What follows belongs to an exercise in optimizing a design on an open flow for a short achievable clock period and few clock cycles; a production flow would make more cautious choices. Only simulation tests tie the RTL to the original design; equivalence was not proved. Power and IR drop assume default switching activity.

--- design/flow/design.v ---
package cpuPkg;
    localparam int XLEN = 32;
    localparam logic [6:0] OP_R      = 7'b0110011;
    localparam logic [6:0] OP_IMM    = 7'b0010011;
    localparam logic [6:0] OP_LOAD   = 7'b0000011;
    localparam logic [6:0] OP_STORE  = 7'b0100011;
    localparam logic [6:0] OP_JAL    = 7'b1101111;
    localparam logic [6:0] OP_JALR   = 7'b1100111;
    localparam logic [6:0] OP_BRANCH = 7'b1100011;
    localparam logic [6:0] OP_SYSTEM = 7'b1110011;
    localparam logic [1:0] PH_FETCH = 2'd0;
    localparam logic [1:0] PH_EXEC  = 2'd1;
    localparam logic [1:0] PH_MEM   = 2'd2;
    localparam logic [1:0] PH_HALT  = 2'd3;
endpackage
`timescale 1ns/10ps
import cpuPkg::*;
module regFile (
    input  logic                    clk,
    input  logic [4:0]              rs1,
    input  logic [4:0]              rs2,
    input  logic [4:0]              rd,
    input  logic                    we,
    input  logic [cpuPkg::XLEN-1:0] wdata,
    output logic [cpuPkg::XLEN-1:0] rdata1,
    output logic [cpuPkg::XLEN-1:0] rdata2
);
    logic [XLEN-1:0] regs [1:31];
    always_ff @(posedge clk) begin
        if (we && rd != 5'd0) begin
            regs[rd] <= wdata;
        end
    end
    assign rdata1 = (rs1 == 5'd0) ? '0 : regs[rs1];
    assign rdata2 = (rs2 == 5'd0) ? '0 : regs[rs2];
endmodule
`timescale 1ns/10ps
import cpuPkg::*;
module immGen (
    input  logic [31:0]             instr,
    output logic [cpuPkg::XLEN-1:0] immI,
    output logic [cpuPkg::XLEN-1:0] immS,
    output logic [cpuPkg::XLEN-1:0] immB,
    output logic [cpuPkg::XLEN-1:0] immJ
);
    assign immI = {{20{instr[31]}}, instr[31:20]};
    assign immS = {{20{instr[31]}}, instr[31:25], instr[11:7]};
    assign immB = {{20{instr[31]}}, instr[7], instr[30:25], instr[11:8], 1'b0};
    assign immJ = {{12{instr[31]}}, instr[19:12], instr[20], instr[30:21], 1'b0};
endmodule
`timescale 1ns/10ps
import cpuPkg::*;
module aluUnit (
    input  logic [cpuPkg::XLEN-1:0] a,
    input  logic [cpuPkg::XLEN-1:0] b,
    input  logic [2:0]              funct3,
    input  logic                    isSub,
    output logic [cpuPkg::XLEN-1:0] sum,
    output logic [cpuPkg::XLEN-1:0] result,
    output logic                    branchTaken
);
    logic [XLEN-1:0] diff;
    logic            lessThan;
    logic            equal;
    assign sum = a + b;
    assign diff = a - b;
    assign lessThan = $signed(a) < $signed(b);
    assign equal = (a == b);
    always_comb begin
        case (funct3)
            3'b000:  result = isSub ? diff : sum;
            3'b010:  result = {{(XLEN-1){1'b0}}, lessThan};
            3'b100:  result = a ^ b;
            3'b110:  result = a | b;
            3'b111:  result = a & b;
            default: result = sum;
        endcase
        case (funct3)
            3'b000:  branchTaken = equal;
            3'b001:  branchTaken = !equal;
            3'b100:  branchTaken = lessThan;
            3'b101:  branchTaken = !lessThan;
            default: branchTaken = 1'b0;
        endcase
    end
endmodule
`timescale 1ns/10ps
import cpuPkg::*;
module stateSequencer (
    input  logic       clk,
    input  logic       rst,
    input  logic       memAck,
    input  logic       fAlu,
    input  logic       fJal,
    input  logic       fLdSt,
    input  logic       fJalrBr,
    input  logic       iLdSt,
    output logic [1:0] phase,
    output logic       memReq,
    output logic       accessDone,
    output logic       fetchDone,
    output logic       memDone,
    output logic       execStep,
    output logic       halted
);
    logic pend;
    logic issued;
    assign memReq = pend & !memAck & !rst;
    assign accessDone = issued & memAck;
    assign fetchDone = accessDone && phase == PH_FETCH;
    assign memDone = accessDone && phase == PH_MEM;
    assign execStep = phase == PH_EXEC;
    always_ff @(posedge clk) begin
        if (rst) begin
            issued <= 1'b0;
        end else begin
            issued <= memReq | (issued & !memAck);
        end
    end
    always_ff @(posedge clk) begin
        if (rst) begin
            phase <= PH_FETCH;
            pend <= 1'b1;
            halted <= 1'b0;
        end else begin
            case (phase)
                PH_FETCH: begin
                    if (fetchDone) begin
                        if (fAlu || fJal) begin
                            pend <= 1'b1;
                        end else if (fLdSt || fJalrBr) begin
                            pend <= 1'b0;
                            phase <= PH_EXEC;
                        end else begin
                            pend <= 1'b0;
                            phase <= PH_HALT;
                            halted <= 1'b1;
                        end
                    end
                end
                PH_EXEC: begin
                    pend <= 1'b1;
                    phase <= iLdSt ? PH_MEM : PH_FETCH;
                end
                PH_MEM: begin
                    if (memDone) phase <= PH_FETCH;
                end
                default: begin
                    pend <= 1'b0;
                end
            endcase
        end
    end
endmodule
`timescale 1ns/10ps
import cpuPkg::*;
module stateToControl (
    input  logic [6:0] opcode,
    output logic       isAlu,
    output logic       isLoad,
    output logic       isStore,
    output logic       isJal,
    output logic       isJalr,
    output logic       isBranch,
    output logic       isHalt
);
    always_comb begin
        isAlu = 1'b0;
        isLoad = 1'b0;
        isStore = 1'b0;
        isJal = 1'b0;
        isJalr = 1'b0;
        isBranch = 1'b0;
        isHalt = 1'b0;
        case (opcode)
            OP_R, OP_IMM: isAlu = 1'b1;
            OP_LOAD:      isLoad = 1'b1;
            OP_STORE:     isStore = 1'b1;
            OP_JAL:       isJal = 1'b1;
            OP_JALR:      isJalr = 1'b1;
            OP_BRANCH:    isBranch = 1'b1;
            default:      isHalt = 1'b1;
        endcase
    end
endmodule
`timescale 1ns/10ps
import cpuPkg::*;
module dataPath (
    input  logic                    clk,
    input  logic                    rst,
    input  logic [cpuPkg::XLEN-1:0] memRdata,
    input  logic [1:0]              phase,
    input  logic                    fetchDone,
    input  logic                    memDone,
    input  logic                    execStep,
    input  logic                    fJal,
    output logic                    iLdSt,
    output logic                    memWe,
    output logic [cpuPkg::XLEN-1:0] memAddr,
    output logic [cpuPkg::XLEN-1:0] memWdata
);
    logic [XLEN-1:0] pc;
    logic [XLEN-1:0] pcPlus4;
    logic [XLEN-1:0] target;
    logic [XLEN-1:0] regA;
    logic [XLEN-1:0] regB;
    logic [XLEN-1:0] dataAddr;
    logic [31:0]     ir;
    logic            wbPending;
    logic            iLoad;
    logic            iStore;
    logic            iJump;
    logic            iJalr;
    logic            iBranch;
    logic            iOpR;
    logic            iOpImm;
    logic [XLEN-1:0] rdata1;
    logic [XLEN-1:0] rdata2;
    logic [XLEN-1:0] fImmB;
    logic [XLEN-1:0] fImmJ;
    logic [XLEN-1:0] immI;
    logic [XLEN-1:0] immS;
    logic [XLEN-1:0] unusedB;
    logic [XLEN-1:0] unusedJ;
    logic [XLEN-1:0] opB;
    logic [XLEN-1:0] sum;
    logic [XLEN-1:0] aluResult;
    logic            branchTaken;
    logic            rfWe;
    logic [XLEN-1:0] rfWdata;
    immGen fetchImms (.instr(memRdata), .immI(), .immS(), .immB(fImmB), .immJ(fImmJ));
    immGen irImms (.instr(ir), .immI(immI), .immS(immS), .immB(unusedB), .immJ(unusedJ));
    assign rfWe = wbPending | memDone & iLoad;
    assign rfWdata = memDone ? memRdata : (iJump ? pcPlus4 : aluResult);
    regFile regs (
        .clk(clk), .rs1(memRdata[19:15]), .rs2(memRdata[24:20]), .rd(ir[11:7]),
        .we(rfWe), .wdata(rfWdata), .rdata1(rdata1), .rdata2(rdata2)
    );
    assign opB = iOpR || iBranch ? regB : (iStore ? immS : immI);
    aluUnit alu (
        .a(regA), .b(opB), .funct3(ir[14:12]), .isSub(iOpR && ir[30]),
        .sum(sum), .result(aluResult), .branchTaken(branchTaken)
    );
    always_ff @(posedge clk) begin
        if (rst) begin
            pc <= '0;
        end else if (fetchDone) begin
            pc <= fJal ? pc + fImmJ : pc + XLEN'(4);
        end else if (execStep && iJalr) begin
            pc <= {sum[XLEN-1:1], 1'b0};
        end else if (execStep && iBranch && branchTaken) begin
            pc <= target;
        end
    end
    always_ff @(posedge clk) begin
        if (rst) begin
            wbPending <= 1'b0;
        end else begin
            wbPending <= fetchDone && (memRdata[6:0] == OP_R || memRdata[6:0] == OP_IMM ||
                                       memRdata[6:0] == OP_JAL) ||
                         execStep && iJalr;
        end
    end
    always_ff @(posedge clk) begin
        if (fetchDone) begin
            ir <= memRdata;
            regA <= rdata1;
            regB <= rdata2;
            pcPlus4 <= pc + XLEN'(4);
            target <= pc + fImmB;
            iLoad <= memRdata[6:0] == OP_LOAD;
            iStore <= memRdata[6:0] == OP_STORE;
            iJump <= memRdata[6:0] == OP_JAL || memRdata[6:0] == OP_JALR;
            iJalr <= memRdata[6:0] == OP_JALR;
            iBranch <= memRdata[6:0] == OP_BRANCH;
            iOpR <= memRdata[6:0] == OP_R;
            iOpImm <= memRdata[6:0] == OP_IMM;
        end
        if (execStep) dataAddr <= sum;
    end
    assign iLdSt = iLoad | iStore;
    assign memWe = phase == PH_MEM && iStore;
    assign memAddr = phase == PH_MEM ? dataAddr : pc;
    assign memWdata = regB;
endmodule
`timescale 1ns/10ps
import cpuPkg::*;
module cpuTop (
    input  logic                    clk,
    input  logic                    rst,
    output logic                    memReq,
    output logic                    memWe,
    output logic [cpuPkg::XLEN-1:0] memAddr,
    output logic [cpuPkg::XLEN-1:0] memWdata,
    input  logic                    memAck,
    input  logic [cpuPkg::XLEN-1:0] memRdata,
    output logic                    halted
);
    logic [1:0] phase;
    logic       accessDone;
    logic       fetchDone;
    logic       memDone;
    logic       execStep;
    logic       iLdSt;
    logic       fAlu;
    logic       fLoad;
    logic       fStore;
    logic       fJal;
    logic       fJalr;
    logic       fBranch;
    logic       fHalt;
    stateToControl decode (
        .opcode(memRdata[6:0]), .isAlu(fAlu), .isLoad(fLoad), .isStore(fStore),
        .isJal(fJal), .isJalr(fJalr), .isBranch(fBranch), .isHalt(fHalt)
    );
    stateSequencer sequencer (
        .clk(clk),
        .rst(rst),
        .memAck(memAck),
        .fAlu(fAlu),
        .fJal(fJal),
        .fLdSt(fLoad | fStore),
        .fJalrBr(fJalr | fBranch),
        .iLdSt(iLdSt),
        .phase(phase),
        .memReq(memReq),
        .accessDone(accessDone),
        .fetchDone(fetchDone),
        .memDone(memDone),
        .execStep(execStep),
        .halted(halted)
    );
    dataPath datapath (
        .clk(clk),
        .rst(rst),
        .memRdata(memRdata),
        .phase(phase),
        .fetchDone(fetchDone),
        .memDone(memDone),
        .execStep(execStep),
        .fJal(fJal),
        .iLdSt(iLdSt),
        .memWe(memWe),
        .memAddr(memAddr),
        .memWdata(memWdata)
    );
endmodule
--- design/flow/run.sh ---
#!/bin/bash
# synth_recipe.tcl (not shown) runs the flow's synth.tcl, then flattens the netlist and writes it again
# the make line also repeats each setting of config.mk as NAME=value (left out here)
make -C /OpenROAD-flow-scripts/flow DESIGN_CONFIG=/design/flow/config.mk WORK_HOME=/design/flow/orfs CLKGATE_MAP_FILE= SYNTH_SCRIPT=/design/flow/synth_recipe.tcl finish
--- design/flow/config.mk ---
export PLATFORM = sky130hd
export DESIGN_NAME = cpuTop
export DESIGN_NICKNAME = cpuTop
export VERILOG_FILES = /design/flow/design.v
export SDC_FILE = /design/flow/constraint.sdc
export NUM_CORES = 4
export LEC_CHECK = 0
export ABC_CLOCK_PERIOD_IN_PS = 3500
export CAP_MARGIN = 20
export CORE_MARGIN = 2
export CORE_UTILIZATION = 40
export SETUP_SLACK_MARGIN = 4.4
export SLEW_MARGIN = 20
--- design/flow/constraint.sdc ---
create_clock -name core_clock -period 8.0 [get_ports {clk}]
set_input_delay 1.6000 -clock core_clock [delete_from_list [all_inputs] [get_ports {clk}]]
set_output_delay 1.6000 -clock core_clock [all_outputs]
set_load 0.01 [all_outputs]
==> run summary <==
* Cell Pwr Density at approximately 230 mW/mm2
* DRC at 0
* CTS sink count at between 1000 and 1500
* Setup tns final at 0 ps
* RSZ-0062 raised after global routing: yes
* R2R Path End: datapath.regs.regs[12][26]
* Setup Viol. Count Final at 0
* Final core occ at 0.508
* Fin crit share at 0.596
* Relative slew margins at 0.102
* Synth Instances at 4516
* Layout Skew at 37.6 ps
* Ys Warns at 5
* Static Leak at 28.0 nW
* Largest net degree at the start of global routing at 68
* Kind of critical path: flip-flop to flip-flop
* Buffers on Ports at 101
* Top FF cell, synth: edfxtp_1
* Via count at 46600
* Worst r2r path cells at 22
* Syn_nets at approximately 4700
* Max IR drop VDD at 263 uV
* Fillers at 13000
* First-pass GRT wire length at roughly 340 mm
* Crit-path cells: or2_4 -> buf_12 -> o21a_1 -> inv_2 -> ha_4 -> inv_2 -> fa_2 -> nor3b_4 -> o311a_4 -> nor3_4 -> buf_6 -> nor4_4 -> o41ai_4 -> o31ai_4 -> buf_6 -> xnor2_4 -> nor2_2 -> a211oi_4 -> buf_4 -> buf_12 -> o22ai_4 -> buf_12
* Clock Pin Slew Worst Setup and Hold Paths at 60 ps
* ANT nets after route at 0
* Total iterations of the first detailed-routing run at 9
* Clk buf depth at 3
* Worst hold-check path type: flip-flop to flip-flop
* Worst skew pair latency at a little over 800 ps
* Origin of the worst setup path: datapath.iOpR
* GRT Total Usage at 0.296
* Int Power at 13.2 mW
* Synth top area cells: edfxtp_1 56%, mux4_2 14%, mux2i_1 5.0%, a21oi_1 2.9%, ha_1 2.9%
* Core area at 0.158 mm2
* FF+latch area at 0.0361 mm2
* Worst path required time at 8560 ps
* Final wirelength at 248 mm
* GRT Residual Overflow at 0
* Initial DRC Count at 6377
* Reg-to-reg critical path startpoint: datapath.iOpR
* Layout cell share with drive strength beyond 1 at 0.324
* WHS Path Cells at 0
* Critical path's most frequent cell: buf_12
* DP HPWL at 134 mm
* Arr. time, crit path at 5330 ps
* Startpoint class of the critical path: flip-flop
* Wire length per cell at between 30 and 40 um
* Max FO, Critical Path at 6
* FP Rows at 146
* Multi-input gate area at 0.0297 mm2
* Width of the chip at slightly above 400 um
* Post-synth top area share at 0.556
* Initial Utilization at 0.402
* Layout Nets at around 5200
* Post-synth ARST share at 0
* Die height at roughly 400 um
* Area grow syn2layout at 26.4%
* Maximum capacitance violations at 0
* Hold Fails Final Rpt at 0
* Cell taking the most area after synthesis: edfxtp_1
* Worst path max stage delay at 440 ps
* Clock share of power at 0.329
* Capture point of the worst path: datapath.regs.regs[12][26]
* Area of the die at 0.162 mm2
* Worst-margin pin slew at 1350 ps
* Vias in the first global route at between 40000 and 50000
* I/O pins at 102
* Psw at 5.65 mW
* Sw Share at 0.300
* Yosys reg bits at 1215
* Flop-to-flop setup slack at 3230 ps
* CTS Root Cell: clkbuf_16
* CTS tree: yes
* Status: no timing/DRC/antenna violations
* Worst Setup End Kind: flip-flop
* Fmax achieved at about 210 MHz
* Antenna violations before repair at 6
* Period minus WS final at between 4000 and 5000 ps
* Reg power frac at 0.406
* Post-synth EDFFs at 1177
* Htree depth at 4
* Via/cell ratio at about 6.5
* GPL Wtd Cong at 0.975
* Combinational power share at 0.266
* Commonest cells in the netlist: 1177 x edfxtp_1, 392 x mux4_2, 372 x a21oi_1
* Hold-fix buffers, CTS at 0
* Post-synthesis cell area at between 0.06 and 0.07 mm2
* Num CTS Buffers at 133
* Most frequent cell after synthesis: edfxtp_1
* Syn Area/Cell at 14.1 um2
* Slowest stage cell, crit path: edfxtp_1
* Register area share after synthesis at 0.568
* Netlist cell types at 87
* Slew Viols, Final at 0
-- cell usage in the layout, fill, tap and decap left out, types with 98 or more instances in the layout --
| master | instances |
|---|---|
| mux2i_1 | 315 |
| nor2_1 | 272 |
| buf_6 | 143 |
| clkbuf_16 | 144 |
| nand2_1 | 139 |
| o21ai_0 | 141 |
| mux4_2 | 392 |
| a21oi_1 | 318 |
| buf_4 | 242 |
| edfxtp_1 | 1177 |
| ha_1 | 104 |
| o22ai_1 | 98 |
| inv_1 | 129 |
-- critical path: cells and delay by family, from the launching register on --
family / cells / cell delay [ps]
xor+xnor: 1 / 170
buf+inv: 8 / 1100
compound gates: 6 / 1580
simple gates: 5 / 750
flops: 1 / 440
fa+ha+maj: 2 / 470
-- metal layers --
metal  part of all wire  global-route usage  vias up
met1               0.37               0.388    24000
li1                   -                   -    19000
met2               0.45               0.455     2950
met3               0.12              0.0764      653
met5                  0                   0        -
met4              0.061               0.151        0
-- power groups by stage --
stage	clock, mW	combinational [mW]	sequential, mW
global placement	0	3.14	7.79
finish	6.20	5.01	7.65
CTS	6.24	4.43	7.64
detailed placement	0	3.17	7.79
floorplan	0	2.06	7.70
global route	6.48	5.18	7.65
-- metrics by stage --
stage / setup slack [ps] / hold WS (ps) / cells / power (mW) / instance area (um2)
3_5_place_dp: 2150 / 459 / 6484 / 11.0 / 68000
6_report: 3230 / 472 / 7154 / 18.8 / 80400
5_1_grt: 3190 / 490 / 7152 / 19.3 / 80400
4_1_cts: 3430 / 476 / 7029 / 18.3 / 78200
3_3_place_gp: 1780 / 447 / 6483 / 10.9 / 68000
2_1_floorplan: 3890 / 418 / 4516 / 9.76 / 64900
-- how the worst min path moves through the flow --
stage,from,to
after floorplan,datapath.target[29],datapath.pc[29]
after global placement,datapath.pc[0],datapath.target[0]
after detailed placement,datapath.pc[0],datapath.target[0]
after CTS,datapath.pc[0],datapath.target[0]
after global routing,datapath.pc[0],datapath.target[0]
final,datapath.pc[0],datapath.target[0]
-- sequential cells by signal, indices dropped and copies added, names as in the netlist --
signal              cells
datapath.pc            32
datapath.regs.regs    992
datapath.pcPlus4       31
sequencer.phase         2
datapath.iJump          1
datapath.wbPending      1
datapath.iOpR           1
datapath.regB          32
datapath.target        32
datapath.iStore         1
datapath.ir            20
sequencer.issued        1
datapath.iLoad          1
datapath.dataAddr      32
datapath.regA          32
sequencer.pend          1
datapath.iJalr          1
sequencer.halted        1
datapath.iBranch        1
-- kinds of logic (layout without fill, tap and decap cells) --
logic type,after synthesis,after routing,synth area share
flops,1215,1215,0.568
compound gates,1042,1063,0.102
mux,783,783,0.202
simple gates,734,759,0.0525
buf+inv,460,978,0.0282
fa+ha+maj,150,150,0.0300
xor+xnor,132,132,0.0182
other cells,0,2,0
-- area by class of cell --
cell class	count	area share
Sequential cell	1215	0.449
Multi-Input combinational cell	2887	0.369
Timing Repair Buffer	587	0.0882
Clock buffer	163	0.0433
Tap cell	2072	0.0322
Clock inverter	81	0.0105
Inverter	147	0.00725
Antenna cell	2	0.0000622
-- timing repair --
action                      CTS  global route
buffers inserted            238           102
pin swaps                   129           127
gates resized for setup     670           221
setup endpoints to repair  1431          1044
cloned                       63            19
Testbench counts, summed over its fixed seeds: cycles 69,191.

## port drivers added, routing unchanged
The results above use ideal ports. As a check the final layout listed here was re-extracted and re-timed, cells and wires unchanged.
Step 1 sets driving cells, clkbuf_16 on the clock port and buf_2 on the other inputs (assumed; they add their load-dependent delay and slew).
Step 2, shift: input delay + t, output delay - t, t = (earliest + latest rising clock arrival at the registers) / 2. This alone moves slack from input paths to output paths.
Slacks: ideal ports / drivers / drivers and shift; pairs: ideal ports / drivers.
t, ns: 0.878
setup slack, ns: 3.231 / 3.231 / 2.728
latest minus earliest clock arrival (ns): 0.037 / 0.038
pins driven straight from the clock port: 1
After both steps this run still meets setup and hold. The setup slack of this run moves by 0.000 ns with the drivers and by -0.503 ns with both steps.
